What follows belongs to an exercise in optimizing a design on an open flow for small area; a production flow would make more cautious choices.
Only simulation tests tie the RTL to the original design; equivalence was not proved.
Power is estimated from default activity; no workload was simulated.

### flow/config.mk
export PLATFORM = sky130hd
export DESIGN_NAME = srio_1x_wrapper
export DESIGN_NICKNAME = srio_1x_wrapper
export VERILOG_FILES = /design/flow/design.v
export SDC_FILE = /design/flow/constraint.sdc
export NUM_CORES = 4
export LEC_CHECK = 0
export CAP_MARGIN = 20
export CORE_MARGIN = 2
export CORE_UTILIZATION = 40
export SLEW_MARGIN = 20
### flow/constraint.sdc
create_clock -name core_clock -period 10.0 [get_ports {clk_50m}]
set_input_delay 2.0000 -clock core_clock [delete_from_list [all_inputs] [get_ports {clk_50m}]]
set_output_delay 2.0000 -clock core_clock [all_outputs]
set_load 0.01 [all_outputs]
### flow/design.v
package srio_pkg;
    parameter int BEAT_W         = 64;       
    parameter int WORD_W         = 256;      
    parameter int BEATS_PER_WORD = WORD_W / BEAT_W;
    parameter int ID_W           = 16;       
    typedef logic [BEAT_W-1:0] beat_t;
    typedef logic [WORD_W-1:0] word_t;
    typedef logic [ID_W-1:0]   dev_id_t;
    typedef struct packed
    {
        beat_t data;
        logic  last;                         
    } link_beat_s;
    typedef struct packed
    {
        dev_id_t     dest_id;
        dev_id_t     source_id;
        logic [31:0] beat_cnt;               
    } pkt_hdr_s;
    typedef enum logic [1:0]
    {
        TX_IDLE,
        TX_HEADER,
        TX_PAYLOAD
    } tx_state_e;
    typedef enum logic [1:0]
    {
        RX_HEADER,
        RX_ACCEPT,
        RX_DISCARD
    } rx_state_e;
endpackage
`timescale 1ns/1ps
module srio_reset_ctrl
(
    input  logic clk_50m,
    input  logic rst_n,
    input  logic srio_core_rst,
    input  logic fiber_sw_rst,
    input  logic loop_flush,
    output logic core_rst
);
    logic fiber_sw_rst_r1;
    logic fiber_sw_rst_r2;
    always_ff @(posedge clk_50m)
    begin
        if (!rst_n)
        begin
            fiber_sw_rst_r1 <= 1'b0;
            fiber_sw_rst_r2 <= 1'b0;
        end
        else
        begin
            fiber_sw_rst_r1 <= fiber_sw_rst;         
            fiber_sw_rst_r2 <= fiber_sw_rst_r1;
        end
    end
    always_ff @(posedge clk_50m)
    begin
        core_rst <= !rst_n              
                  | srio_core_rst       
                  | fiber_sw_rst_r2     
                  | loop_flush;         
    end
endmodule
`timescale 1ns/1ps
module srio_loopback_ctrl
#(
    parameter int LOOP_RST_CYCLES = 16
)
(
    input  logic                   clk_50m,
    input  logic                   rst_n,
    input  logic                   loopback_sel,
    output logic                   loop_flush,
    input  srio_pkg::link_beat_s   tx_link,         
    input  logic                   tx_link_valid,
    output logic                   tx_link_ready,
    output srio_pkg::link_beat_s   link_tx,         
    output logic                   link_tx_valid,
    input  logic                   link_tx_ready,
    input  srio_pkg::link_beat_s   link_rx,         
    input  logic                   link_rx_valid,
    output logic                   link_rx_ready,
    output srio_pkg::link_beat_s   rx_link,         
    output logic                   rx_link_valid,
    input  logic                   rx_link_ready
);
    localparam int CNT_W = $clog2(LOOP_RST_CYCLES + 1);
    logic             sel_r1;
    logic             sel_r2;
    logic             loop_en;                      
    logic [CNT_W-1:0] flush_cnt;
    always_ff @(posedge clk_50m)
    begin
        if (!rst_n)
        begin
            sel_r1     <= 1'b0;
            sel_r2     <= 1'b0;
            loop_en    <= 1'b0;
            loop_flush <= 1'b0;
            flush_cnt  <= '0;
        end
        else
        begin
            sel_r1 <= loopback_sel;
            sel_r2 <= sel_r1;
            if (sel_r2 != loop_en)                  
            begin
                loop_en    <= sel_r2;
                loop_flush <= 1'b1;
                flush_cnt  <= CNT_W'(LOOP_RST_CYCLES - 1);
            end
            else if (loop_flush)
            begin
                if (flush_cnt == '0)
                    loop_flush <= 1'b0;             
                else
                    flush_cnt <= flush_cnt - 1'b1;
            end
        end
    end
    assign link_tx       = tx_link;
    assign link_tx_valid = tx_link_valid & ~loop_en;    
    assign link_rx_ready = rx_link_ready & ~loop_en;
    assign rx_link       = loop_en ? tx_link : link_rx;
    assign rx_link_valid = loop_en ? tx_link_valid : link_rx_valid;
    assign tx_link_ready = loop_en ? rx_link_ready : link_tx_ready;
endmodule
`timescale 1ns/1ps
import srio_pkg::*;
module srio_us_buffer
#(
    parameter int US_DEPTH     = 8,
    parameter int US_PROG_FULL = 6,
    parameter int AVAIL_W      = 6
)
(
    input  logic                 clk_50m,
    input  logic                 core_rst,
    input  logic                 wr_en,
    input  srio_pkg::word_t      wr_data,
    output logic                 prog_full,
    output logic                 beat_valid,
    output srio_pkg::beat_t      beat_data,
    input  logic                 beat_pop,
    output logic [AVAIL_W-1:0]   beats_avail
);
    localparam int PTR_W = $clog2(US_DEPTH);
    localparam int CNT_W = $clog2(US_DEPTH + 1);
    localparam int IDX_W = $clog2(BEATS_PER_WORD);
    logic [WORD_W-1:0] mem [0:US_DEPTH-1];
    logic [PTR_W-1:0] wr_ptr;
    logic [PTR_W-1:0] rd_ptr;
    logic [CNT_W-1:0] word_cnt;                 
    logic [IDX_W-1:0] beat_idx;                 
    logic             push;
    logic             take;
    logic             pop_word;
    assign push     = wr_en && (word_cnt != CNT_W'(US_DEPTH));   
    assign take     = beat_pop && beat_valid;
    assign pop_word = take && (beat_idx == IDX_W'(BEATS_PER_WORD - 1));
    always_ff @(posedge clk_50m)
    begin
        if (push)
            mem[wr_ptr] <= wr_data;
    end
    always_ff @(posedge clk_50m)
    begin
        if (core_rst)
        begin
            wr_ptr   <= '0;
            rd_ptr   <= '0;
            word_cnt <= '0;
            beat_idx <= '0;
        end
        else
        begin
            if (push)
                wr_ptr <= (wr_ptr == PTR_W'(US_DEPTH - 1)) ? '0 : wr_ptr + 1'b1;
            if (pop_word)                               
                rd_ptr <= (rd_ptr == PTR_W'(US_DEPTH - 1)) ? '0 : rd_ptr + 1'b1;
            if (take)
                beat_idx <= pop_word ? '0 : beat_idx + 1'b1;
            word_cnt <= word_cnt + CNT_W'(push) - CNT_W'(pop_word);
        end
    end
    assign beat_valid  = (word_cnt != '0);
    assign beat_data   = mem[rd_ptr][beat_idx*BEAT_W +: BEAT_W];    
    assign prog_full   = (word_cnt >= CNT_W'(US_PROG_FULL));
    assign beats_avail = AVAIL_W'(word_cnt * BEATS_PER_WORD - beat_idx);
endmodule
`timescale 1ns/1ps
import srio_pkg::*;
module srio_ds_buffer
#(
    parameter int DS_DEPTH     = 8,
    parameter int DS_PROG_FULL = 6
)
(
    input  logic              clk_50m,
    input  logic              core_rst,
    input  logic              put,
    input  srio_pkg::beat_t   put_data,
    output logic              prog_full,
    input  logic              rd_en,
    output srio_pkg::word_t   rd_data,
    output logic              empty
);
    localparam int PTR_W = $clog2(DS_DEPTH);
    localparam int CNT_W = $clog2(DS_DEPTH + 1);
    localparam int IDX_W = $clog2(BEATS_PER_WORD);
    logic [WORD_W-1:0] mem [0:DS_DEPTH-1];
    srio_pkg::word_t            gather;                   
    srio_pkg::word_t            gather_next;
    logic [IDX_W-1:0] gather_idx;               
    logic [PTR_W-1:0] wr_ptr;
    logic [PTR_W-1:0] rd_ptr;
    logic [CNT_W-1:0] word_cnt;
    logic             push;
    logic             pop;
    always_comb
    begin
        gather_next = gather;
        gather_next[gather_idx*BEAT_W +: BEAT_W] = put_data;
    end
    assign push = put && (gather_idx == IDX_W'(BEATS_PER_WORD - 1))
                && (word_cnt != CNT_W'(DS_DEPTH));
    assign pop  = rd_en && !empty;
    always_ff @(posedge clk_50m)
    begin
        if (put)
            gather <= gather_next;
        if (push)
            mem[wr_ptr] <= gather_next;
    end
    always_ff @(posedge clk_50m)
    begin
        if (core_rst)
        begin
            gather_idx <= '0;
            wr_ptr     <= '0;
            rd_ptr     <= '0;
            word_cnt   <= '0;
        end
        else
        begin
            if (put)
                gather_idx <= gather_idx + 1'b1;    
            if (push)
                wr_ptr <= (wr_ptr == PTR_W'(DS_DEPTH - 1)) ? '0 : wr_ptr + 1'b1;
            if (pop)
                rd_ptr <= (rd_ptr == PTR_W'(DS_DEPTH - 1)) ? '0 : rd_ptr + 1'b1;
            word_cnt <= word_cnt + CNT_W'(push) - CNT_W'(pop);
        end
    end
    assign rd_data   = mem[rd_ptr];                 
    assign empty     = (word_cnt == '0);
    assign prog_full = (word_cnt >= CNT_W'(DS_PROG_FULL));
endmodule
`timescale 1ns/1ps
import srio_pkg::*;
module srio_app_fsm
#(
    parameter int ONCE_LEN = 8,
    parameter int AVAIL_W  = 6
)
(
    input  logic                   clk_50m,
    input  logic                   core_rst,
    input  logic                   link_up,
    input  srio_pkg::dev_id_t      device_id_set,
    input  srio_pkg::dev_id_t      dest_id,
    output srio_pkg::dev_id_t      device_id,
    output srio_pkg::dev_id_t      source_id,
    output logic                   id_set_done,
    input  logic [AVAIL_W-1:0]     beats_avail,
    input  logic                   beat_valid,
    input  srio_pkg::beat_t        beat_data,
    output logic                   beat_pop,
    output srio_pkg::link_beat_s   tx_link,
    output logic                   tx_link_valid,
    input  logic                   tx_link_ready,
    input  srio_pkg::link_beat_s   rx_link,
    input  logic                   rx_link_valid,
    output logic                   rx_link_ready,
    output logic                   put,
    output srio_pkg::beat_t        put_data,
    input  logic                   ds_prog_full
);
    localparam int CNT_W = $clog2(ONCE_LEN + 1);
    srio_pkg::tx_state_e        tx_state;
    srio_pkg::rx_state_e        rx_state;
    logic [CNT_W-1:0] tx_cnt;                   
    srio_pkg::pkt_hdr_s         tx_hdr;
    srio_pkg::pkt_hdr_s         rx_hdr;
    logic             tx_start;
    logic             rx_take;
    always_ff @(posedge clk_50m)
    begin
        if (core_rst)
            id_set_done <= 1'b0;
        else if (!id_set_done)
        begin
            device_id   <= device_id_set;       
            id_set_done <= 1'b1;
        end
    end
    assign source_id = device_id;
    assign tx_hdr   = {dest_id, device_id, 32'(ONCE_LEN)};
    assign tx_start = link_up && id_set_done && beat_valid
                    && (beats_avail >= AVAIL_W'(ONCE_LEN));     
    assign beat_pop = tx_link_ready
                    && ((tx_state == TX_HEADER) || (tx_state == TX_PAYLOAD && !tx_link.last));
    always_ff @(posedge clk_50m)
    begin
        if (core_rst)
        begin
            tx_state      <= TX_IDLE;
            tx_link_valid <= 1'b0;
            tx_cnt        <= '0;
        end
        else
        begin
            case (tx_state)
                TX_IDLE:
                    if (tx_start)
                    begin
                        tx_link       <= {tx_hdr, 1'b0};
                        tx_link_valid <= 1'b1;
                        tx_state      <= TX_HEADER;
                    end
                TX_HEADER:
                    if (tx_link_ready)                  
                    begin
                        tx_link  <= {beat_data, 1'b0};   
                        tx_cnt   <= CNT_W'(1);
                        tx_state <= TX_PAYLOAD;
                    end
                TX_PAYLOAD:
                    if (tx_link_ready)
                    begin
                        if (tx_link.last)
                        begin
                            tx_link_valid <= 1'b0;
                            tx_state      <= TX_IDLE;
                        end
                        else
                        begin
                            tx_link <= {beat_data, (tx_cnt == CNT_W'(ONCE_LEN - 1))};
                            tx_cnt  <= tx_cnt + 1'b1;
                        end
                    end
                default:
                    tx_state <= TX_IDLE;
            endcase
        end
    end
    assign rx_link_ready = id_set_done && !ds_prog_full;    
    assign rx_take       = rx_link_valid && rx_link_ready;
    assign rx_hdr        = rx_link.data;
    assign put           = rx_take && (rx_state == RX_ACCEPT);
    assign put_data      = rx_link.data;
    always_ff @(posedge clk_50m)
    begin
        if (core_rst)
            rx_state <= RX_HEADER;
        else if (rx_take)
        begin
            if (rx_link.last)
                rx_state <= RX_HEADER;              
            else if (rx_state == RX_HEADER)
                rx_state <= (rx_hdr.dest_id == device_id) ? RX_ACCEPT : RX_DISCARD;
        end
    end
endmodule
`timescale 1ns/1ps
import srio_pkg::*;
module srio_1x_wrapper
#(
    parameter int ONCE_LEN        = 8,          
    parameter int US_DEPTH        = 8,
    parameter int DS_DEPTH        = 8,
    parameter int US_PROG_FULL    = 6,
    parameter int DS_PROG_FULL    = 6,
    parameter int LOOP_RST_CYCLES = 16
)
(
    input  logic                   clk_50m,
    input  logic                   rst_n,
    input  logic                   srio_core_rst,
    input  logic                   fiber_sw_rst,
    input  logic                   loopback_sel,        
    input  logic                   link_up,
    input  srio_pkg::dev_id_t      dest_id,
    input  srio_pkg::dev_id_t      device_id_set,
    output srio_pkg::dev_id_t      device_id,
    output srio_pkg::dev_id_t      source_id,
    output logic                   id_set_done,
    input  logic                   wr_en,               
    input  srio_pkg::word_t        wr_data,
    output logic                   prog_full,
    input  logic                   rd_en,               
    output srio_pkg::word_t        rd_data,
    output logic                   empty,
    output srio_pkg::link_beat_s   link_tx,
    output logic                   link_tx_valid,
    input  logic                   link_tx_ready,
    input  srio_pkg::link_beat_s   link_rx,
    input  logic                   link_rx_valid,
    output logic                   link_rx_ready
);
    localparam int AVAIL_W = $clog2(US_DEPTH * BEATS_PER_WORD + 1);
    logic               core_rst;
    logic               loop_flush;
    srio_pkg::link_beat_s         tx_link;
    logic               tx_link_valid;
    logic               tx_link_ready;
    srio_pkg::link_beat_s         rx_link;
    logic               rx_link_valid;
    logic               rx_link_ready;
    logic               beat_valid;
    srio_pkg::beat_t              beat_data;
    logic               beat_pop;
    logic [AVAIL_W-1:0] beats_avail;
    logic               put;
    srio_pkg::beat_t              put_data;
    logic               ds_prog_full;
    srio_reset_ctrl u_reset_ctrl
    (
        .clk_50m       (clk_50m),
        .rst_n         (rst_n),
        .srio_core_rst (srio_core_rst),
        .fiber_sw_rst  (fiber_sw_rst),
        .loop_flush    (loop_flush),
        .core_rst      (core_rst)
    );
    srio_loopback_ctrl #(.LOOP_RST_CYCLES(LOOP_RST_CYCLES)) u_loopback
    (
        .clk_50m       (clk_50m),
        .rst_n         (rst_n),           
        .loopback_sel  (loopback_sel),
        .loop_flush    (loop_flush),
        .tx_link       (tx_link),
        .tx_link_valid (tx_link_valid),
        .tx_link_ready (tx_link_ready),
        .link_tx       (link_tx),
        .link_tx_valid (link_tx_valid),
        .link_tx_ready (link_tx_ready),
        .link_rx       (link_rx),
        .link_rx_valid (link_rx_valid),
        .link_rx_ready (link_rx_ready),
        .rx_link       (rx_link),
        .rx_link_valid (rx_link_valid),
        .rx_link_ready (rx_link_ready)
    );
    srio_us_buffer #(
        .US_DEPTH     (US_DEPTH),
        .US_PROG_FULL (US_PROG_FULL),
        .AVAIL_W      (AVAIL_W)
    ) u_us_buffer
    (
        .clk_50m     (clk_50m),
        .core_rst    (core_rst),
        .wr_en       (wr_en),
        .wr_data     (wr_data),
        .prog_full   (prog_full),
        .beat_valid  (beat_valid),
        .beat_data   (beat_data),
        .beat_pop    (beat_pop),
        .beats_avail (beats_avail)
    );
    srio_app_fsm #(.ONCE_LEN(ONCE_LEN), .AVAIL_W(AVAIL_W)) u_app_fsm
    (
        .clk_50m       (clk_50m),
        .core_rst      (core_rst),
        .link_up       (link_up),
        .device_id_set (device_id_set),
        .dest_id       (dest_id),
        .device_id     (device_id),
        .source_id     (source_id),
        .id_set_done   (id_set_done),
        .beats_avail   (beats_avail),
        .beat_valid    (beat_valid),
        .beat_data     (beat_data),
        .beat_pop      (beat_pop),
        .tx_link       (tx_link),
        .tx_link_valid (tx_link_valid),
        .tx_link_ready (tx_link_ready),
        .rx_link       (rx_link),
        .rx_link_valid (rx_link_valid),
        .rx_link_ready (rx_link_ready),
        .put           (put),
        .put_data      (put_data),
        .ds_prog_full  (ds_prog_full)
    );
    srio_ds_buffer #(.DS_DEPTH(DS_DEPTH), .DS_PROG_FULL(DS_PROG_FULL)) u_ds_buffer
    (
        .clk_50m   (clk_50m),
        .core_rst  (core_rst),
        .put       (put),
        .put_data  (put_data),
        .prog_full (ds_prog_full),
        .rd_en     (rd_en),
        .rd_data   (rd_data),
        .empty     (empty)
    );
endmodule
### flow/run.sh
#!/bin/bash
# synth_recipe.tcl (not shown) runs the flow's synth.tcl, then flattens the netlist and writes it again
# the make line also repeats each setting of config.mk as NAME=value (left out here)
make -C /OpenROAD-flow-scripts/flow DESIGN_CONFIG=/design/flow/config.mk WORK_HOME=/design/flow/orfs CLKGATE_MAP_FILE= SYNTH_SCRIPT=/design/flow/synth_recipe.tcl finish
==> notes.md <==
# TYPE chip_impl_metric gauge
chip_impl_info{name="run_status",value="timing/DRC/antenna clean"} 1
chip_impl_metric{name="detail-route-antenna-nets",unit=""} 0
chip_impl_info{name="worstHoldPathType",value="reg -> reg"} 1
chip_impl_metric{name="yosys_warnings",unit=""} 5
chip_impl_metric{name="mean_post_synth_cell_area",unit="µm²"} 22.4
chip_impl_metric{name="multiInputGateArea",unit="µm²"} 34500
chip_impl_metric{name="total_number_of_h_tree_levels",unit=""} 5
chip_impl_metric{name="clkSinkCount",unit=""} 4485
chip_impl_metric{name="grt_max_degree",unit=""} 167
chip_impl_metric{name="clock-skew-final",unit="ps"} 77.4
chip_impl_metric{name="postSynthRegisterBits",unit=""} 4485
chip_impl_metric{name="numCtsBuffers",unit=""} 456
chip_impl_metric{name="finish.cell_count_without_fillers",unit=""} 14714
chip_impl_metric{name="critPathMaxFanout",unit=""} 41
chip_impl_metric{name="fillers",unit=""} 34598
chip_impl_metric{name="vias_in_the_first_global_route",unit=""} 83385
chip_impl_info{name="clk_root_buffer_cell",value="clkbuf_16"} 1
chip_impl_metric{name="drt_iter0_drc",unit=""} 7818
chip_impl_metric{name="critical_path_required",unit="ps"} 8000
chip_impl_metric{name="wl",unit="µm"} 446000
chip_impl_metric{name="yosys.area_share.adder",unit=""} 0.00301
chip_impl_metric{name="final_util",unit=""} 0.470
chip_impl_metric{name="post_drt_wl_per_cell",unit="µm"} 30.3
chip_impl_info{name="rsz0062_at_grt",value="no"} 1
chip_impl_metric{name="post_cts_hold_buffer_count",unit=""} 0
chip_impl_metric{name="synth_top_area_share",unit=""} 0.777
chip_impl_metric{name="dp.final_hpwl",unit="µm"} 255000
chip_impl_metric{name="synth_simple_gate_area_frac",unit=""} 0.0114
chip_impl_metric{name="initial_core_util",unit=""} 0.401
chip_impl_metric{name="worst_ir_drop_vdd",unit="mV"} 0.174
chip_impl_metric{name="finalSetupTns",unit="ps"} 0
chip_impl_metric{name="seq_area",unit="µm²"} 134000
chip_impl_metric{name="place.detailed.instances",unit=""} 13818
chip_impl_metric{name="post_synth_mux_area_share",unit=""} 0.164
chip_impl_metric{name="grt.overflow.total",unit=""} 0
chip_impl_metric{name="timing.final.setup_violations",unit=""} 0
chip_impl_metric{name="cts.repair_timing.setup_buffer_count",unit=""} 0
chip_impl_metric{name="die_y",unit="µm"} 658
chip_impl_info{name="crit_path_end_kind",value="primary output"} 1
chip_impl_metric{name="syn2layout_area_growth",unit="%"} 17.2
chip_impl_metric{name="power.density_cell_area",unit="nW/µm²"} 189
chip_impl_metric{name="rows",unit=""} 240
chip_impl_metric{name="static-leakage-power",unit="nW"} 55.5
chip_impl_metric{name="achievable-frequency",unit="GHz"} 0.150
chip_impl_metric{name="max_cap_violations",unit=""} 0
chip_impl_metric{name="max_slew_margin",unit=""} 0.166
chip_impl_info{name="yosys_most_used_dff",value="edfxtp_1"} 1
chip_impl_info{name="synth_top_area_cell",value="edfxtp_1"} 1
chip_impl_info{name="clock_tree_from_tritoncts",value="built"} 1
chip_impl_metric{name="vias",unit=""} 80890
chip_impl_metric{name="numPortBuffers",unit=""} 720
chip_impl_metric{name="worstSkewPairLatency",unit="ps"} 1010
chip_impl_metric{name="synth_seq_area_share",unit=""} 0.783
chip_impl_metric{name="fp.dieW",unit="µm"} 658
chip_impl_metric{name="drtPass1Iterations",unit=""} 5
chip_impl_metric{name="core",unit="µm²"} 427000
chip_impl_metric{name="synth.distinct_cells",unit=""} 61
chip_impl_metric{name="synth_xor_area_frac",unit=""} 0.00133
chip_impl_metric{name="postSynthCellCount",unit=""} 7642
chip_impl_info{name="crit_path_start_kind",value="flip-flop"} 1
chip_impl_metric{name="clockBufferDepth",unit=""} 4
chip_impl_metric{name="vias_per_cell",unit=""} 5.50
chip_impl_metric{name="grt_pass1_wl",unit="µm"} 627000
chip_impl_metric{name="synth-compound-area-share",unit=""} 0.0189
chip_impl_metric{name="synth-edff-count",unit=""} 4433
chip_impl_metric{name="postSynth.asyncResetShare",unit=""} 0
chip_impl_metric{name="synth.cell_area",unit="µm²"} 171000
chip_impl_metric{name="fin_total_pwr",unit="mW"} 37.9
chip_impl_metric{name="fin_ws",unit="ps"} 3310
chip_impl_metric{name="post_route_cells_drive_above_1_share",unit=""} 0.248
chip_impl_info{name="synth.top_cells.by_area",value="edfxtp_1, mux4_2, mux2_2"} 1
chip_impl_metric{name="worstMarginPinSlew",unit="ps"} 1230
chip_impl_metric{name="gp_congestion",unit=""} 0.775
chip_impl_metric{name="top_level_ports",unit=""} 721
chip_impl_metric{name="clk_pin_slew_worst_paths",unit="ps"} 60
chip_impl_metric{name="grt_antenna_before_repair",unit=""} 112
chip_impl_metric{name="post-route-drc-count",unit=""} 0
chip_impl_metric{name="timing.final.crit_share",unit=""} 0.669
chip_impl_metric{name="die_area",unit="µm²"} 433000
chip_impl_metric{name="cp_data_arrival_time",unit="ps"} 4690
chip_impl_metric{name="grtUsageTotal",unit=""} 0.202
chip_impl_info{name="crit_type",value="reg -> out"} 1
chip_impl_info{name="ranking_of_synthesized_cells_by_instance_count",value="edfxtp_1, mux4_2, nand2_1"} 1
chip_impl_metric{name="finish.net_count",unit=""} 8993
chip_impl_metric{name="dp_slack",unit="ps"} 3440
chip_impl_metric{name="timing_hold_violations_final",unit=""} 0
chip_impl_metric{name="mappedNetlistNets",unit=""} 8045
chip_impl_metric{name="final-max-slew-violation-count",unit=""} 0
chip_impl_metric{name="post-route-min-period",unit="ps"} 6690
chip_impl_info{name="dominant_combinational_cell_family_by_area_after_synthesis",value="multiplexers"} 1
chip_impl_info{name="synthMostInstantiatedCell",value="edfxtp_1"} 1
chip_impl_metric{name="post_cts_resize_count",unit=""} 0
==> path summary, 6_finish.rpt <==
path / cells past startpoint / slack, ps / endpoint / from
setup / recovery: 5 / 3310 / rd_data[113] / flip-flop
hold / removal: 1 / 440 / u_reset_ctrl.fiber_sw_rst_r2$_SDFF_PN0_ / u_reset_ctrl.fiber_sw_rst_r1$_SDFF_PN0_
setup reg to reg: 8 / 5350 / u_ds_buffer.mem[0][10]$_DFFE_PP_ / u_app_fsm.id_set_done$_DFF_P_
hold reg to reg: 1 / 440 / u_reset_ctrl.fiber_sw_rst_r2$_SDFF_PN0_ / u_reset_ctrl.fiber_sw_rst_r1$_SDFF_PN0_
==> cell type report <==
| class | instances | area share |
|---|---|---|
| inverter | 307 | 0.00579 |
| clock inverter | 281 | 0.0134 |
| tap | 5687 | 0.0355 |
| clock buffer | 550 | 0.0589 |
| multi-input combinational | 2438 | 0.172 |
| sequential | 4485 | 0.669 |
| antenna | 64 | 0.000798 |
| timing repair buffer | 902 | 0.0451 |
==> cell families (layout without fill, tap and decap cells) <==
kind of cell             after synthesis  count (layout)
flip-flops                          4485            4485
other                                  0              64
buffers and inverters                719            2040
AO/OA/AOI/OAI                        477             477
XOR/XNOR                              26              26
adder cells (fa/ha/maj)               40              40
multiplexers                        1433            1433
AND/OR/NAND/NOR                      462             462
==> routing by layer <==
layer / vias up / wire length [µm] / global-route usage / share of wire
li1: 33862 / - / - / -
met4: 62 / 13200 / 0.0596 / 0.030
met1: 43870 / 180000 / 0.266 / 0.40
met2: 2458 / 225000 / 0.342 / 0.50
met3: 638 / 27600 / 0.0379 / 0.062
met5: - / 371 / 0 / 0.00083
==> critical path, cell delays in order, from the launching register on <==
cell	delay (ps)
dfxtp_4	920
buf_4	800
buf_4	530
mux4_2	570
mux2_2	310
clkdlybuf4s50_1	490
==> report_power, final <==
| group | switching [mW] | internal [mW] |
|---|---|---|
| Clock | 7.18 | 9.34 |
| Combinational | 0.426 | 0.283 |
| Sequential | 0.0327 | 20.7 |
| Total | 7.64 | 30.3 |
==> layout by cell type, fill, tap and decap left out, types with 14 or more instances in the layout <==
cell type           n
a21oi_1            67
a22oi_1            42
buf_12             35
buf_4             144
bufinv_16          35
clkbuf_1           91
clkbuf_16         459
clkdlybuf4s50_1   720
clkinv_1          139
clkinv_16          14
clkinv_2           74
clkinvlp_4         16
dfxtp_1            43
diode_2            64
edfxtp_1         4433
ha_1               35
inv_1             284
mux2_2            258
mux2i_1            70
mux2i_2            26
mux4_2           1076
nand2_1           314
nor2_1             59
o221ai_1           26
o22ai_1           230
o2bb2ai_1          64
xnor2_1            23
==> sequential cells by signal, indices dropped and copies added, names as in the netlist, 3 cells and up, named ones only <==
register,count
u_ds_buffer.wr_ptr,3
u_us_buffer.word_cnt,4
u_ds_buffer.word_cnt,4
u_ds_buffer.mem,2048
u_app_fsm.tx_link,65
u_us_buffer.mem,2048
u_app_fsm.device_id,16
u_app_fsm.tx_cnt,4
u_ds_buffer.gather,256
u_us_buffer.wr_ptr,3
u_ds_buffer.rd_ptr,3
u_loopback.flush_cnt,5
u_us_buffer.rd_ptr,3
==> through the flow <==
step           hold slack [ps]  cell area, µm²
3_3_place_gp               433          186000
4_1_cts                    449          201000
5_1_grt                    464          201000
6_report                   443          201000
2_1_floorplan              400          171000
3_5_place_dp               435          186000

## port drivers added, routing unchanged
The flow's constraints put no driver on any port. The routed layout listed below was extracted and timed again, unchanged, in two steps. Step 1 (the two cells are an assumption about what drives the block):
set clk [get_ports {clk_50m}]
set_driving_cell -lib_cell sky130_fd_sc_hd__clkbuf_16 $clk
set_driving_cell -lib_cell sky130_fd_sc_hd__buf_2 [delete_from_list [all_inputs] $clk]
Step 2 times the ports against the registers' clock, not the clock port: input delays grow and output delays shrink by t, the midpoint of the rising clock arrivals with the driver on. Slacks: ideal ports / drivers / drivers and shift; pairs: ideal ports / drivers.
t (ns): 1.083
setup WS [ns]: 3.315 / 3.206 / 3.569
worst hold slack (ns): 0.443 / 0.443 / 0.443
After both steps this run still meets setup and hold. The setup slack of this run moves by -0.109 ns with the drivers and by +0.254 ns with both steps.
